Source: an optimization exercise on an open RTL-to-GDS flow (aim: small area, a short achievable clock period and few clock cycles per item). Production flows keep margins and buffers that such runs may drop.
The RTL was checked by simulation tests, not by an equivalence proof against the original design.
Power is estimated from default activity; no workload was simulated.

==> flow/design.v, too long to show whole: its modules and the start of the top module <==
// module fp_mult_stream: 1698 lines
// module fp_mult_stream_fa: 10 lines
// module fp_mult_stream_ha: 9 lines
// module fp_mult_stream_add: 307 lines
module fp_mult_stream #(
    parameter int WIDTH      = 32,
    parameter int INT_WIDTH  = 16,
    parameter int FRAC_WIDTH = 16,
    parameter int SIGNED     = 1,
    parameter int STAGES     = 3,
    parameter int ROUND      = 1
) (
    input  logic              clk,
    input  logic              reset,
    input  logic              in_valid,
    output logic              in_ready,
    input  logic [WIDTH-1:0]  left,
    input  logic [WIDTH-1:0]  right,
    output logic              out_valid,
    input  logic              out_ready,
    output logic [WIDTH-1:0]  out,
    output logic              ovf
);
  // ...
==> flow/flow/run.sh <==
#!/bin/bash
set -euo pipefail
bash standard.sh SETUP_SLACK_MARGIN=6.0 finish > standard_flow.log 2>&1
==> flow/standard.sh <==
#!/bin/bash
# synth_recipe.tcl (not shown) runs the flow's synth.tcl, then flattens the netlist and writes it again
# the make line also repeats each setting of config.mk as NAME=value (left out here)
make -C /OpenROAD-flow-scripts/flow DESIGN_CONFIG=/design/flow/config.mk WORK_HOME=/design/flow/orfs CLKGATE_MAP_FILE= SYNTH_SCRIPT=/design/flow/synth_recipe.tcl "${@:-finish}"
==> flow/config.mk <==
export PLATFORM = sky130hd
export DESIGN_NAME = fp_mult_stream
export DESIGN_NICKNAME = fp_mult_stream
export VERILOG_FILES = /design/flow/design.v
export SDC_FILE = /design/flow/constraint.sdc
export NUM_CORES = 4
export LEC_CHECK = 0
export ABC_AREA = 1
export CAP_MARGIN = 20
export CORE_MARGIN = 2
export CORE_UTILIZATION = 40
export SLEW_MARGIN = 20
export SYNTH_HIERARCHICAL = 1
==> flow/constraint.sdc <==
create_clock -name core_clock -period 10.0 [get_ports {clk}]
set_input_delay 2.0000 -clock core_clock [delete_from_list [all_inputs] [get_ports {clk}]]
set_output_delay 2.0000 -clock core_clock [all_outputs]
set_load 0.01 [all_outputs]
==> notes.md, run 1 <==
* Status: no timing/DRC/antenna violations
* Worst Hold Class: reg -> reg
* Max-cap viol count at 0
* Clock-cell share of area at under 10%
* Multi-input gates at 2243
* Post-CTS Hold Buffers at 0
* Largest Pwr Group: combinational cells
* Final setup fails at 0
* Max-slew violation count at 0
* Most frequent cells in the layout: xor2_1 (570), o22ai_1 (494), fa_1 (432)
* Pin slew with the least headroom to its limit at around 1000 ps
* Largest net degree at the start of global routing at around 100
* # resized after CTS at 40
* Syn nets at 3716
* DR WL/cell at around 25 um
* Area taken by multi-input logic gates at ~22000 um^2
* Vias in the first global route at ~25000
* I/O pins at between 100 and 150
* Post-Syn Instances at approximately 3000
* Syn avg cell area at about 11 um^2
* Filler Cells Inserted at 7444
* Area-dominant class: multi-input gates
* GR Layer Usage met3 at 5.06%
* WP depth at 9
* CP Launch Point: two_q[14]$_DFFE_PN_
* Initial antenna violation count at 0
* Final #Nets at 3700
* P_clk at roughly 1.4 mW
* GP Congestion at approximately 0.86
* Combinational Power Share at between 60 and 70%
* Final Hold Fails at 0
* # rows at between 100 and 150
* Crit Path Category: reg -> reg
* Fmax at 252 MHz
* Data buffer area share at 5.93%
* DRC viols at 0
* Design Power at between 10 and 15 mW
* Pint at approximately 6.7 mW
* Slowest cell on crit path: fa_1
* Min-Delay Endpoint: valid_q[1]$_SDFFE_PP0N_
* Worst path arrival time at about 4300 ps
* Switching power at around 5.6 mW
* Max incr delay on CP at between 500 and 600 ps
* Min-delay src: valid_q[1]$_SDFFE_PP0N_
* Worst-path clk slew at approximately 60 ps
Testbench counts, summed over its fixed seeds: cycles 16,024, items 16,000.
==> run 2: changes to the inputs <==
==> flow/flow/run.sh (replaced) <==
#!/bin/bash
set -euo pipefail
bash standard.sh SETUP_SLACK_MARGIN=6.0 "BUFFER_PORTS_ARGS=-buffer_cell sky130_fd_sc_hd__buf_2" finish > standard_flow.log 2>&1
==> notes.md, run 2 <==
* Status: no timing/DRC/antenna violations
* Buf/Inv on CP at 1
* Starting density of the core at slightly above 40%
* Syn nets at 3716 (unchanged)
* Slowest cell on crit path: fa_1
* Max-cap viol count at 0 (unchanged)
* Fmax at 253 MHz (+0.32%)
* Routed wire length at around 110 mm
* Final Hold Fails at 0 (unchanged)
* Worst-path clk slew at 60 ps (about the same)
* Total gr overflow at 0
* Post-Syn Instances at 3058 (unchanged)
* Post-route ant nets at 0
* Die ar. at 83100 um^2
* Crit Path Category: reg -> reg
* Fin crit period at around 3900 ps
* Initial drt markers at between 2000 and 3000
* Top Metal Used: met4
* Max-slew violation count at 0 (unchanged)
* Max FFs per register at between 100 and 150
* Yosys warning count at 7
* Clk sinks at 295
* Vias post-DR at approximately 24000
* Worst Hold Class: reg -> reg
* DRC viols at 0 (unchanged)
* CTS tree: done
* Peak supply drop at ~0.00026 V
* GP Congestion at 0.876 (+2.0%)
* Clk latency of the worst-skew pair at ~600 ps
* Commonest non-fill, non-tap cell in the layout: xor2_1
* First-pass iteration count of the detailed router at 6
* Die Wd at 288 um
* Worst path arrival time at 4270 ps (about the same)
* Core area at around 80000 um^2
* CP top delay family: adder cells
* Die Span Y at roughly 290 um
* Max incr delay on CP at 570 ps (+30 ps)
* Syn avg cell area at 10.6 um^2 (unchanged)
* Total Routing Usage GR at 25.4%
* Design Area, Final at 36300 um^2
* Top fanout value on the critical path at 34
* PwrDens at roughly 340 nW/um^2
* Htree depth at 2
* Most frequent cells in the layout: xor2_1 (570), o22ai_1 (496), fa_1 (428)
* Final #Nets at 3712 (+0.32%)
* Relative slew margins at between 30% and 40%
* Vias in the first global route at 25500 (+0.13%)
* DR WL/cell at 25.5 um (+3.4%)
* Final setup fails at 0 (unchanged)
* Worst path most repeated cell: fa_1
* Area Overhead vs Synth at 12.4%
* Fin Setup TNS at 0 ps
* Clock Skew at approximately 35 ps
* CP endpoint kind: flip-flop
* Fraction of layout cells with a size suffix above 1 at 14.2%
* Largest net degree at the start of global routing at 100 (-3.8%)
* Global-route wire length before repair at ~160 mm
* Cell Area, Placed at between 30000 and 40000 um^2
* # rows at 104 (unchanged)
* I/O pins at 103 (unchanged)
* Met2 wire len at around 50 mm
* Root buffer cell: clkbuf_16
* CTS Buf Count at 39
* Mapped Area at 32300 um^2
* Period utilization at 39.5%
* Post-DP HPWL at approximately 65 mm
* Critical-path cell list: buf_4, xor2_1, fa_1, fa_1, fa_1, fa_1, fa_1
* Top Registers: cs_q: 143 flops, res0_q: 33 flops, res1_q: 33 flops
* Critical path required time at 10320 ps
* Met3 Routed Length at approximately 11 mm
* Unrepaired setup endpoints after global routing: yes
* Startpoint types: flip-flop
* LEAKAGE at ~15 nW
* Metal-1 WL at between 30 and 40 mm
* Largest Register: cs_q
* Via density at 5.88
* Initial antenna violation count at 1 (+1)
* # port buffers at just over 100
* Pin slew with the least headroom to its limit at 994 ps (-54.3 ps)
* CTS max path bufs at 3
==> run 2: cell types whose count changed in the layout (fill, tap and decap cells not counted), moves of 8 or more <==
cell,before,now
nand2_1,315,279
buf_2,0,102
buf_6,37,45
nand2_2,34,47
nand2_4,14,36
clkdlybuf4s50_1,102,0
clkinvlp_4,14,4
==> run 2: layout make-up <==
class	count	area [um^2]
antenna	1	2.50
multi-input combinational	2244	22100
inverter	253	978
tap	1060	1330
clock buffer	45	998
timing repair buffer	221	1840
clock inverter	25	297
fill	7408	44000
sequential	295	8810
==> run 2: per-stage QoR <==
step	util, %	std cells	hold slack, ps	total power, mW	setup slack [ps]
after floorplan	-	3058	424	7.93	6200
after global placement	41.9	4034	453	10.1	5480
after detailed placement	41.9	4034	461	10.3	5430
after CTS	44.1	4124	471	11.9	6000
after global routing	45.2	4143	492	13.5	5860
final	45.2	4144	468	12.3	6050
==> run 2: routing by layer <==
metal,vias up,GRT usage (%)
met5,-,0.398
met4,0,14.2
met3,389,7.11
met2,1543,41.1
met1,12100,30.6
li1,10300,-
==> run 2: report_power, final <==
| part | total (mW) | internal (mW) | switching (mW) |
|---|---|---|---|
| logic | 8.48 | 3.57 | 4.91 |
| clock network | 1.45 | 0.851 | 0.599 |
| registers | 2.36 | 2.23 | 0.136 |
| total | 12.3 | 6.65 | 5.64 |
==> run 2: worst paths after layout <==
check	startpoint	endpoint	slack (ps)	cells after the start
worst max-delay path	neg_q[2]$_DFFE_PN_	cs_q[92]$_DFFE_PN_	6050	7
worst min-delay path	valid_q[1]$_SDFFE_PP0N_	valid_q[1]$_SDFFE_PP0N_	470	2
worst max register to register	neg_q[2]$_DFFE_PN_	cs_q[92]$_DFFE_PN_	6050	7
worst min register to register	valid_q[1]$_SDFFE_PP0N_	valid_q[1]$_SDFFE_PP0N_	470	2
==> run 2: worst register-to-register path, delay by kind of cell (launching register included) <==
kind / cells / cell delay (ps)
buffers and inverters: 1 / 530
adders and majority gates: 5 / 2360
DFF: 1 / 320
xor gates and xnor gates: 1 / 470
==> run 2: what timing repair did <==
item                                    CTS  global route
hold buffers                              0             0
pin swaps                                 4            77
endpoints found under the setup margin  137            94
cloned                                    2             5
buffers inserted                         18            14
resized for setup                        37           193
==> run 3: changes to the inputs <==
==> flow/flow/run.sh (replaced) <==
#!/bin/bash
set -euo pipefail
bash standard.sh SETUP_SLACK_MARGIN=6.3 "BUFFER_PORTS_ARGS=-buffer_cell sky130_fd_sc_hd__buf_2" finish > standard_flow.log 2>&1
==> notes.md, run 3 <==
* Status: no timing/DRC/antenna violations
* Relative slew margins at 30.6% (-3.1 points)
* Startpoint types: flip-flop
* Largest net degree at the start of global routing at 84 (-16%)
* Area Overhead vs Synth at 24.8%
* Root buffer cell: clkbuf_16
* Core area at 80300 um^2 (unchanged)
* Top Registers: cs_q: 143 flops, res0_q: 33 flops, res1_q: 33 flops
* Initial antenna violation count at 2 (+1)
* # port buffers at 102 (unchanged)
* Die Span Y at 288 um (unchanged)
* Worst path arrival time at 4490 ps (+220 ps)
* CTS tree: done
* Starting density of the core at 40.3% (unchanged)
* Syn nets at 3716 (unchanged)
* Syn avg cell area at 10.6 um^2 (unchanged)
* CTS max path bufs at 3 (unchanged)
* Vias post-DR at 26400 (+8.5%)
* Final #Nets at 3837 (+3.4%)
* Final setup fails at 0 (unchanged)
* Clk latency of the worst-skew pair at 600 ps (about the same)
* Fin Setup TNS at 0 ps (unchanged)
* Top fanout value on the critical path at 7 (-79%)
* Commonest non-fill, non-tap cell in the layout: xor2_1
* Routed wire length at 124 mm (+18%)
* Vias in the first global route at 26700 (+4.8%)
* Via density at 6.19 (+5.3%)
* CP endpoint kind: flip-flop
* Period utilization at 41.6% (+2.1 points)
* DR WL/cell at 29.2 um (+14%)
* Pin slew with the least headroom to its limit at 1040 ps (+46.2 ps)
* I/O pins at 103 (unchanged)
* Final Hold Fails at 0 (unchanged)
* Total Routing Usage GR at 27.4% (+2.0 points)
* Mapped Area at 32300 um^2 (unchanged)
* Initial drt markers at 3751 (+40%)
* Global-route wire length before repair at 168 mm (+6.3%)
* GP Congestion at 0.864 (-1.4%)
* Yosys warning count at 7 (unchanged)
* Max-cap viol count at 0 (unchanged)
* Crit Path Category: reg -> reg
* CTS Buf Count at 39 (unchanged)
* First-pass iteration count of the detailed router at 11 (+5)
* DRC viols at 0 (unchanged)
* Largest Register: cs_q
* Post-CTS Hold Buffers at 0 (unchanged)
* Max FFs per register at 143 (unchanged)
* Filler Cells Inserted at 6818 (-8.0%)
* Post-DP HPWL at 64.6 mm (-0.32%)
* Post-route ant nets at 0 (unchanged)
* Worst-path clk slew at 60 ps (about the same)
* Fin crit period at 4160 ps (+207 ps)
* Worst Hold Class: reg -> reg
* LEAKAGE at 16.6 nW (+9.3%)
* Post-Syn Instances at 3058 (unchanged)
* Die Wd at 288 um (unchanged)
* Max-slew violation count at 0 (unchanged)
* Peak supply drop at 0.000292 V (+10%)
* Critical path required time at 10330 ps (about the same)
* Clk sinks at 295 (unchanged)
* Clock Skew at 10.3 ps (-24.4 ps)
* Fraction of layout cells with a size suffix above 1 at 26.8% (+13 points)
* Most frequent cells in the layout: xor2_1 (531), o22ai_1 (418), nand2_1 (302)
* Unrepaired setup endpoints after global routing: yes
* Design Power at 13.1 mW (+7.0%)
* PwrDens at 326 nW/um^2 (-3.7%)
* Total gr overflow at 0 (unchanged)
* Fmax at 241 MHz (-5.0%)
* # rows at 104 (unchanged)
* Htree depth at 2 (unchanged)
* Die ar. at 83100 um^2 (unchanged)
run 3: cell types whose count changed in the layout (fill, tap and decap cells not counted), moves of 32 or more:
cell / before / now
inv_1: 240 / 200
fa_2: 6 / 153
o22ai_1: 496 / 418
buf_6: 45 / 13
xor2_1: 570 / 531
fa_1: 428 / 281
buf_12: 13 / 86
o22ai_2: 1 / 58
xor2_2: 3 / 40
run 3: final cells by class:
class	instances	area [um^2]	share of cell area (%)
well taps	1060	1330	3.29
inverters	253	1020	2.53
diodes	1	2.50	0.00620
clock inverters	30	253	0.627
multi-input cells	2244	23300	57.9
repair buffers	346	4600	11.4
flip-flops and latches	295	8810	21.8
clock buffers	40	980	2.43
run 3: critical path, stage by stage, from the launching register on:
cell	delay (ps)
edfxtp_1	440
buf_12	170
o21ai_1	230
xor2_2	620
fa_1	530
fa_1	520
fa_1	430
fa_1	530
fa_2	430
run 3: final timing paths:
path                                              start  slack [ps]  cells after the start                      end
worst max-delay path                  a_q[31]$_DFFE_PN_        5840                      8       cs_q[80]$_DFFE_PN_
worst max register to register        a_q[31]$_DFFE_PN_        5840                      8       cs_q[80]$_DFFE_PN_
worst min-delay path            valid_q[1]$_SDFFE_PP0N_         470                      2  valid_q[1]$_SDFFE_PP0N_
worst min register to register  valid_q[1]$_SDFFE_PP0N_         470                      2  valid_q[1]$_SDFFE_PP0N_
run 3: per-layer routing:
| layer | share of wire, % | vias to the layer above | global-route usage (%) |
|---|---|---|---|
| met5 | 0.17 | - | 1.88 |
| met4 | 8.3 | 8 | 17.7 |
| met3 | 15 | 738 | 9.35 |
| met2 | 43 | 2074 | 43.0 |
| met1 | 34 | 13000 | 32.0 |
| li1 | - | 10600 | - |
run 3: where the power goes:
part	total, mW	switching, mW	internal (mW)
Sequential	2.37	0.143	2.23
Combinational	9.40	5.29	4.12
Clock	1.38	0.603	0.774
Total	13.1	6.03	7.12
run 3: timing repair:
item                       CTS  global route
setup buffers               56            50
pin swaps                   67           143
gates cloned                26            31
setup endpoints to repair  162           133
gates resized for setup    336           383
run 3: per-stage QoR:
step / instance area [um^2] / cells / hold WS [ps] / util (%) / setup slack, ps
floorplan: 32300 / 3058 / 424 / - / 6340
CTS: 37500 / 4187 / 471 / 46.7 / 6070
global route: 40300 / 4268 / 498 / 50.2 / 5780
global placement: 33700 / 4035 / 454 / 42.0 / 5460
finish: 40300 / 4269 / 467 / 50.2 / 5840
detailed placement: 33700 / 4035 / 464 / 42.0 / 5440

-- what the ideal ports hide --
How much do the figures lean on ideal ports? The routed layouts below were timed once more, with nothing changed but the port constraints. Step 1, drivers: a clkbuf_16 drives clk and a buf_2 each remaining input, both assumed. Step 2 also shifts input and output timing later by t, the mid clock arrival at the registers, as if the neighbouring blocks saw the same clock. a / b / c = ideal ports / drivers / drivers and shift; a / b = the first two.
run | t (ns) | setup slack, ns | latest minus earliest clock arrival (ns) | pins driven straight from the clock port
run 1 | 0.644 | 6.038 / 6.038 / 6.038 | 0.029 / 0.030 | 1
run 2 | 0.643 | 6.051 / 6.051 / 6.051 | 0.036 / 0.036 | 1
run 3 | 0.657 | 5.844 / 5.844 / 5.844 | 0.010 / 0.010 | 1
After both steps setup and hold are still met in every run listed.
